This design comes from an exercise in tuning for small area, a short achievable clock period and few clock cycles on the open sky130 flow, not from production work. In this exercise RTL edits were held to simulation tests only and were not proved equivalent to the original.

==> run a <==
==> flow/design.v <==
package ccp_pkg;
   localparam int GEN_MAX_LEN_DEF = 17;
   localparam int COUNT_WIDTH_DEF = 32;
   localparam int LEN_HARD_CAP = 17;
   localparam int CSR_DATA_W  = 32;
   localparam int CSR_INDEX_W = 2;
   localparam int POLY_W      = 17;
   localparam int GLEN_W      = 5;
   localparam int MSG_W       = 32;
   localparam int QUEUE_DEPTH_DEF = 2;
   localparam int PAD_W    = 4;
   localparam int CW_LEN_W = 6;
   typedef enum logic [CSR_INDEX_W-1:0] {
      CSR_DATAWORD_IS_BYTE = 2'd0,
      CSR_GEN_POLY         = 2'd1,
      CSR_GEN_LENGTH       = 2'd2,
      CSR_MESSAGE_BYTES    = 2'd3
   } csr_index_type;
   typedef struct packed {
      logic              dataword_is_byte;
      logic [POLY_W-1:0] gen_poly;
      logic [GLEN_W-1:0] gen_length;
      logic [MSG_W-1:0]  message_bytes;
   } cfg_type;
   typedef struct packed {
      logic                hdr;
      logic [PAD_W-1:0]    pad;
      logic                eom;
      logic [CW_LEN_W-1:0] cw_len;
   } job_ctl_type;
endpackage
module crc_codeword_packer_unit (
   input  logic        clock,
   input  logic        reset,
   input  logic        req_valid,
   output logic        req_ready,
   input  logic [7:0]  req_data_byte,
   output logic        rsp_valid,
   input  logic        rsp_ready,
   output logic [7:0]  rsp_out_byte,
   output logic        rsp_is_header,
   output logic        rsp_last_of_run,
   input  logic        csr_write_en,
   input  logic [1:0]  csr_index,
   input  logic [31:0] csr_wdata
);
   logic rst_ff;
   always_ff @(posedge clock) rst_ff <= reset;
   logic        isb;
   logic [15:0] poly;
   logic [4:0]  glen;
   logic [31:0] mreg;
   always_ff @(posedge clock) begin
      if (csr_write_en && csr_index == 2'd0)      isb <= csr_wdata[0];
      else if (rst_ff)                             isb <= 1'b1;
      if (csr_write_en && csr_index == 2'd1)      poly <= csr_wdata[15:0];
      else if (rst_ff)                             poly <= 16'd13;
      if (csr_write_en && csr_index == 2'd2)      glen <= csr_wdata[4:0];
      else if (rst_ff)                             glen <= 5'd4;
      if (csr_write_en && csr_index == 2'd3)      mreg <= csr_wdata;
      else if (rst_ff)                             mreg <= 32'd1;
   end
   logic [4:0]  r_c;
   logic [15:0] pal_c;
   always_comb begin
      if (glen == 5'd0)       r_c = 5'd0;
      else if (glen > 5'd17)  r_c = 5'd16;
      else                    r_c = glen - 5'd1;
      pal_c = (r_c == 5'd0) ? 16'd0 : (poly << (5'd16 - r_c));
   end
   logic [7:0] cc;
   logic [7:0] qa;    
   logic [7:0] qn;
   always_comb begin
      cc = {pal_c[9], pal_c[10], pal_c[11], pal_c[12], pal_c[13], pal_c[14], pal_c[15], 1'b1};
      qa[0] = 1'b1;
      qa[1] = cc[1];
      qa[2] = cc[2] ^ cc[1];
      qa[3] = cc[3] ^ (cc[1] & cc[1]);
      qa[4] = cc[4] ^ (cc[2] & cc[1]) ^ cc[2];
      qa[5] = cc[5] ^ (cc[3] & cc[1]) ^ (cc[1] & cc[2]);
      qa[6] = cc[6] ^ (cc[4] & cc[1]) ^ (cc[2] & cc[2]) ^ cc[3];
      qa[7] = cc[7] ^ (cc[5] & cc[1]) ^ (cc[3] & cc[2]) ^ (cc[1] & cc[3]);
      qn[0] = qa[0];
      qn[1] = qa[1];
      qn[2] = qa[2];
      qn[3] = qa[3];
      qn[4] = qa[4] ^ cc[1];
      qn[5] = qa[5] ^ (qa[1] & cc[1]);
      qn[6] = qa[6] ^ (qa[2] & cc[1]);
      qn[7] = qa[7] ^ (qa[3] & cc[1]);
   end
   logic [15:0] pal;
   logic [4:0]  r;
   logic [7:1]  qc;
   always_ff @(posedge clock) begin
      pal <= pal_c;
      r   <= r_c;
      qc  <= qn[7:1];
   end
   logic       rdy_ff;
   logic       acc_ff;
   logic       hv, tv;
   logic [7:0] hb, tb;
   logic       hhd;           
   logic       hph;           
   logic       hst, tst;      
   logic [31:0] n1;
   logic        cclr;          
   logic        mopen;
   assign req_ready = rdy_ff;
   logic [31:0] n1_p1;
   logic        ge_raw;
   logic        eom_new;
   logic [31:0] tg [6];
   logic [31:0] te [6];
   always_comb begin
      for (int i = 0; i < 32; i++) begin
         tg[0][i] = n1[i] & ~mreg[i];
         te[0][i] = ~(n1[i] ^ mreg[i]);
      end
      for (int l = 1; l < 6; l++) begin
         tg[l] = '0;
         te[l] = '0;
         for (int i = 0; i < (32 >> l); i++) begin
            tg[l][i] = tg[l-1][2*i+1] | (te[l-1][2*i+1] & tg[l-1][2*i]);
            te[l][i] = te[l-1][2*i+1] & te[l-1][2*i];
         end
      end
      ge_raw  = tg[5][0] | te[5][0];
      eom_new = cclr ? (mreg[31:1] == 31'd0) : ge_raw;
      n1_p1   = n1 + 32'd1;
   end
   wire h_fresh = acc_ff & ~tv;
   wire t_fresh = acc_ff & tv;
   wire h_st    = h_fresh ? ~mopen  : hst;
   wire t_st    = t_fresh ? ~mopen  : tst;
   wire h_nhdr  = h_st & ~hhd;
   logic [7:0]  hb_src;
   logic [7:0]  fb_src;
   logic [7:0]  hfb;
   logic [15:0] rem_hi;
   logic [15:0] rem_fin;
   always_comb begin
      for (int i = 0; i < 8; i++) begin
         fb_src[i] = hb_src[7-i];
         for (int j = 0; j < i; j++) begin
            if (i < 4 || j >= 4) fb_src[i] = fb_src[i] ^ (qc[i-j] & hb_src[7-j]);
            else                 fb_src[i] = fb_src[i] ^ (qc[i-j] & hb_src[7-j] & isb);
         end
      end
      rem_hi = 16'd0;
      for (int j = 0; j < 4; j++) rem_hi = rem_hi ^ ({16{hfb[j]}} & (pal << (3 - j)));
      rem_fin = {16{isb}} & (rem_hi << 4);
      for (int j = 4; j < 8; j++) rem_fin = rem_fin ^ ({16{hfb[j]}} & (pal << (7 - j)));
   end
   logic        nib_small;
   logic        p_final;
   logic [23:0] piece;
   logic [4:0]  plen;
   logic [6:0]  mx, my;
   logic [23:0] merged;
   always_comb begin
      nib_small = ~isb & (r < 5'd4);
      p_final   = isb | nib_small | hph;
      mx = {hb[7:4], rem_hi[15:13]};
      my = {hb[3:0], rem_fin[15:13]};
      merged = {mx, 17'd0} | ({my, 17'd0} >> (5'd4 + {3'd0, r[1:0]}));
      if (isb)            piece = {hb, rem_fin};
      else if (nib_small) piece = merged;
      else if (!hph)      piece = {hb[7:4], rem_hi, 4'd0};
      else                piece = {hb[3:0], rem_fin, 4'd0};
      if (isb)            plen = 5'd8 + r;
      else if (nib_small) plen = 5'd8 + {r[3:0], 1'b0};
      else                plen = 5'd4 + r;
   end
   logic [2:0] m3;
   logic [2:0] b8;
   logic [5:0] prod;
   logic [3:0] pad;
   always_comb begin
      m3   = (mreg == 32'd0) ? 3'd1 : mreg[2:0];
      b8   = isb ? r[2:0] : {r[1:0], 1'b0};
      prod = {3'd0, m3} * {3'd0, b8};
      pad  = 4'd8 - {1'b0, prod[2:0]};
   end
   logic [30:0] work;
   logic [4:0]  c;
   logic        vld, hdr, lst, fin;
   assign rsp_valid       = vld;
   assign rsp_out_byte    = work[30:23];
   assign rsp_is_header   = hdr;
   assign rsp_last_of_run = lst;
   logic [4:0]  cn  [2];
   logic        hdn [2];
   logic        fnn [2];
   logic        ldh [2];
   logic        ldp [2];
   logic        upd [2];    
   logic [30:0] ps;
   assign ps = {piece, 7'd0} >> c[2:0];
   for (genvar f = 0; f < 2; f++) begin : g_f
      logic [4:0]  c1;
      logic        room;
      always_comb begin
         c1   = f ? (c - 5'd8) : c;
         room = f ? (c < 5'd16) : (c < 5'd8);
         ldh[f] = hv & room & h_nhdr;
         ldp[f] = hv & room & ~h_nhdr;
         upd[f] = ~hv | (ldp[f] & p_final);
         cn[f]  = c1;
         hdn[f] = f ? 1'b0 : hdr;
         fnn[f] = fin;
         if (ldh[f]) begin
            cn[f]  = 5'd8 + {1'b0, pad};
            hdn[f] = 1'b1;
            fnn[f] = 1'b0;
         end else if (ldp[f]) begin
            cn[f]  = c1 + plen;
            hdn[f] = 1'b0;
            fnn[f] = p_final;
         end
      end
   end
   wire idle_start = ~hv & (c == 5'd0) & ~mopen;
   logic [30:0] wk [2];
   logic        vl [2];
   logic        ls [2];
   always_comb begin
      wk[1] = ldh[1] ? {4'd0, pad, 23'd0} : ({work[22:0], 8'd0} | (ldp[1] ? ps : 31'd0));
      wk[0] = ldh[0] ? {4'd0, pad, 23'd0} : idle_start ? 31'd0 : (work | (ldp[0] ? ps : 31'd0));
      for (int f = 0; f < 2; f++) begin
         vl[f] = cn[f] >= 5'd8;
         ls[f] = fnn[f] & (cn[f] >= 5'd8) & (cn[f] < 5'd16);
      end
   end
   logic [30:0] work_n;
   logic [4:0]  c_n;
   logic        hdr_n_w, fin_n_w, vld_n, lst_n, u, ld_hdr, ld_pc, accept, byp;
   logic        tv_n, hv_n, rdy_n;
   ccp_late u_late (
      .rsp_ready (rsp_ready),
      .req_valid (req_valid),
      .vld       (vld),
      .rdy       (rdy_ff),
      .idle      (idle_start),
      .tv        (tv),
      .pad       (pad),
      .wk1 (wk[1]),  .wk0 (wk[0]),
      .cn1 (cn[1]),  .cn0 (cn[0]),
      .hd1 (hdn[1]), .hd0 (hdn[0]),
      .fn1 (fnn[1]), .fn0 (fnn[0]),
      .vl1 (vl[1]),  .vl0 (vl[0]),
      .ls1 (ls[1]),  .ls0 (ls[0]),
      .up1 (upd[1]), .up0 (upd[0]),
      .lh1 (ldh[1]), .lh0 (ldh[0]),
      .lp1 (ldp[1]), .lp0 (ldp[0]),
      .work_n (work_n),
      .c_n    (c_n),
      .hdr_n  (hdr_n_w),
      .fin_n  (fin_n_w),
      .vld_n  (vld_n),
      .lst_n  (lst_n),
      .u      (u),
      .ld_hdr (ld_hdr),
      .ld_pc  (ld_pc),
      .accept (accept),
      .byp    (byp),
      .tv_n   (tv_n),
      .hv_n   (hv_n)
   );
   always_ff @(posedge clock) begin
      work <= work_n;
      if (rst_ff) begin
         c   <= 5'd0;
         hdr <= 1'b0;
         fin <= 1'b0;
         lst <= 1'b0;
      end else begin
         c   <= c_n;
         hdr <= hdr_n_w;
         fin <= fin_n_w;
         lst <= lst_n;
      end
      if (reset || rst_ff) vld <= 1'b0;
      else                 vld <= vld_n;
   end
   assign hb_src = tv ? tb : req_data_byte;
   always_ff @(posedge clock) begin
      if (reset || rst_ff || (csr_write_en && (csr_index == 2'd1 || csr_index == 2'd2)))
         rdy_ff <= 1'b0;
      else
         rdy_ff <= ~tv_n;
   end
   always_ff @(posedge clock) begin
      if (rst_ff) begin
         acc_ff <= 1'b0;
         hv     <= 1'b0;
         tv     <= 1'b0;
         cclr   <= 1'b1;
         mopen  <= 1'b0;
      end else begin
         acc_ff <= accept;
         if (acc_ff) begin
            n1    <= cclr ? 32'd2 : n1_p1;
            cclr  <= eom_new;
            mopen <= ~eom_new;
         end
         tv <= tv_n;
         hv <= hv_n;
      end
      if (u) begin
         hfb <= fb_src;
         if (tv) begin
            hb   <= tb;
            hst  <= t_st;
            hhd  <= 1'b0;
         end else begin
            hb   <= req_data_byte;
            hhd  <= byp;
         end
         hph <= 1'b0;
      end else begin
         hst  <= h_st;
         if (ld_hdr) hhd <= 1'b1;
         if (ld_pc)  hph <= 1'b1;
      end
      if (tv) begin
         tst  <= t_st;
      end else begin
         tb   <= req_data_byte;
      end
   end
endmodule
module ccp_late (
   input  logic        rsp_ready,
   input  logic        req_valid,
   input  logic        vld,
   input  logic        rdy,
   input  logic        idle,
   input  logic        tv,
   input  logic [3:0]  pad,
   input  logic [30:0] wk1, wk0,
   input  logic [4:0]  cn1, cn0,
   input  logic        hd1, hd0,
   input  logic        fn1, fn0,
   input  logic        vl1, vl0,
   input  logic        ls1, ls0,
   input  logic        up1, up0,
   input  logic        lh1, lh0,
   input  logic        lp1, lp0,
   output logic [30:0] work_n,
   output logic [4:0]  c_n,
   output logic        hdr_n,
   output logic        fin_n,
   output logic        vld_n,
   output logic        lst_n,
   output logic        u,
   output logic        ld_hdr,
   output logic        ld_pc,
   output logic        accept,
   output logic        byp,
   output logic        tv_n,
   output logic        hv_n
);
   wire fire = vld & rsp_ready;
   assign accept = req_valid & rdy;
   assign byp    = accept & idle;
   always_comb begin
      work_n = fire ? wk1 : wk0;
      work_n[26:23] = (fire ? wk1[26:23] : wk0[26:23]) | ({4{byp}} & pad);
      c_n    = (fire ? cn1 : cn0) | ({5{byp}} & (5'd8 + {1'b0, pad}));
      hdr_n  = (fire ? hd1 : hd0) | byp;
      fin_n  = (fire ? fn1 : fn0) & ~byp;
      vld_n  = (fire ? vl1 : vl0) | byp;
      lst_n  = (fire ? ls1 : ls0) & ~byp;
      u      = fire ? up1 : up0;
      ld_hdr = fire ? lh1 : lh0;
      ld_pc  = fire ? lp1 : lp0;
      tv_n   = ~u & (tv | accept);
      hv_n   = ~u | tv | accept;
   end
endmodule
==> flow/flow/run.sh <==
#!/bin/bash
# Standard layout, with the timing repair steps aiming for setup slack well
# above zero at the design's clock period, plain buffers on the ports, and
# clock tree synthesis without dummy loads.
set -euo pipefail
bash standard.sh SETUP_SLACK_MARGIN=11.65 \
  "BUFFER_PORTS_ARGS=-buffer_cell sky130_fd_sc_hd__buf_4" \
  "CTS_ARGS=-sink_clustering_enable -repair_clock_nets -sink_clustering_size 30 -buf_list sky130_fd_sc_hd__clkbuf_8 -dont_use_dummy_load" \
  finish > standard_make.log 2>&1
==> flow/standard.sh <==
#!/bin/bash
# synth_recipe.tcl (not shown) runs the flow's synth.tcl, then flattens the netlist and writes it again
# the make line also repeats each setting of config.mk as NAME=value (left out here)
make -C /OpenROAD-flow-scripts/flow DESIGN_CONFIG=/design/flow/config.mk WORK_HOME=/design/flow/orfs CLKGATE_MAP_FILE= SYNTH_SCRIPT=/design/flow/synth_recipe.tcl "${@:-finish}"
==> flow/config.mk <==
export PLATFORM = sky130hd
export DESIGN_NAME = crc_codeword_packer_unit
export DESIGN_NICKNAME = crc_codeword_packer_unit
export VERILOG_FILES = /design/flow/design.v
export SDC_FILE = /design/flow/constraint.sdc
export NUM_CORES = 4
export LEC_CHECK = 0
export ABC_CLOCK_PERIOD_IN_PS = 3000
export CAP_MARGIN = 20
export CORE_MARGIN = 2
export CORE_UTILIZATION = 70
export CTS_BUF_LIST = sky130_fd_sc_hd__clkbuf_8
export CTS_CLUSTER_SIZE = 30
export SLEW_MARGIN = 20
==> flow/constraint.sdc <==
create_clock -name core_clock -period 16.0 [get_ports {clock}]
set_input_delay 3.2000 -clock core_clock [delete_from_list [all_inputs] [get_ports {clock}]]
set_output_delay 3.2000 -clock core_clock [all_outputs]
set_load 0.01 [all_outputs]
==> run b: changes against run a <==
==> flow/flow/run.sh (replaced) <==
#!/bin/bash
# Standard layout, with the timing repair steps aiming for setup slack well
# above zero at the design's clock period, and clock tree synthesis without
# dummy loads.
set -euo pipefail
bash standard.sh SETUP_SLACK_MARGIN=11.3 \
  "CTS_ARGS=-sink_clustering_enable -repair_clock_nets -sink_clustering_size 30 -buf_list sky130_fd_sc_hd__clkbuf_8 -dont_use_dummy_load" \
  finish > standard_make.log 2>&1
==> run c: changes against run a <==
==> flow/flow/run.sh (replaced) <==
#!/bin/bash
# Standard layout, with the timing repair steps aiming for setup slack well
# above zero at the design's clock period, and clock tree synthesis without
# dummy loads.
set -euo pipefail
bash standard.sh SETUP_SLACK_MARGIN=11.5 \
  "CTS_ARGS=-sink_clustering_enable -repair_clock_nets -sink_clustering_size 30 -buf_list sky130_fd_sc_hd__clkbuf_8 -dont_use_dummy_load" \
  finish > standard_make.log 2>&1
CORE_UTILIZATION = 75   (was 70)
CTS_BUF_LIST = default   (was sky130_fd_sc_hd__clkbuf_8)
CTS_CLUSTER_SIZE = default   (was 30)
PLACE_DENSITY = 0.85   (was default)
==> out/metrics.cfg <==
[outcome]
status=complete, no violations

[worst_setup_path]
startpoint_type=flop
slowest_delay_ns=0.41

[global_routing]
use_met3_pct=4.92

[power_and_ir_drop]
clock_net_power_mw=0.242
switchingPower_mw=0.516

[cts]
post_cts_buffers=2
cts_resized=5

[timing]
max_slew.worst_pin.slew_ns=0.821

[placement]
place_inst=1651
place_area_sq_mm=0.0133

[final_layout]
final_nets=1553

That was run a.
==> out/metrics.cfg <==
[placement]
place_inst=1642
place_area_sq_mm=0.0134

[worst_setup_path]
startpoint_type=input port
slowest_delay_ns=0.45

[final_layout]
multi_input_gates=1104
seqCellArea_sq_mm=0.00479

[power_and_ir_drop]
power_density_mw_per_mm2=100

[logic_synthesis]
synth_cells=1444

[outcome]
status=complete, no violations

[global_routing]
use_met3_pct=6.04

[timing]
max_slew.worst_pin.slew_ns=0.898

That was run c.
==> out/metrics.cfg <==
[outcome]
status=complete, no violations

[placement]
place_area_sq_mm=0.0134

[worst_setup_path]
slowest_delay_ns=0.43
crit_family=XOR/XNOR gates

[logic_synthesis]
yosys.area_share.simple_pct=18.8
netlist_area_sq_mm=0.0128
synth_cells=1444
synthAdderAreaFrac_pct=5.72

[final_layout]
sh_seq_area_pct=34.9

[cts]
cts_resized=2
post_cts_buffers=2
cts_sinks=187

[timing]
max_slew.worst_pin.slew_ns=0.853

[floorplanning]
die_x_um=139

[power_and_ir_drop]
switchingPower_mw=0.515
clock_net_power_mw=0.243

[global_routing]
met1_usage_pct=41.0

That was run b.
Testbench counts of run a, summed over its fixed seeds: cycles 14,147.
Testbench counts of run b, summed over its fixed seeds: cycles 14,147.
Testbench counts of run c, summed over its fixed seeds: cycles 14,147.

re-timing with driven ports:
No port has a modelled driver above. Below, the same layouts with a new extraction and two added sets of constraints. Step 1 sets driving cells, clkbuf_16 on the clock port and buf_2 on the other inputs (assumed; they add their load-dependent delay and slew). Step 2 times the ports against the registers' clock, not the clock port: input delays grow and output delays shrink by t, the midpoint of the rising clock arrivals with the driver on. a / b / c = no drivers / after step 1 / after step 2; a / b = the first two.
run	t (ns)	setup slack, ns	worst setup path after step 2	worst register clock-pin slew, ns	worst data-port slew with drivers (ns)
run a	0.508	11.778 / 11.734 / 11.351	input to register	0.12 / 0.12	0.05
run b	0.497	11.379 / 11.343 / 10.901	input to register	0.11 / 0.11	0.05
run c	0.514	11.555 / 11.577 / 11.063	input to register	0.11 / 0.11	0.05
After both steps every run listed still meets setup and hold. For run c, which loses most, drivers alone change the setup slack by +0.022 ns; drivers and shift together by -0.492 ns.
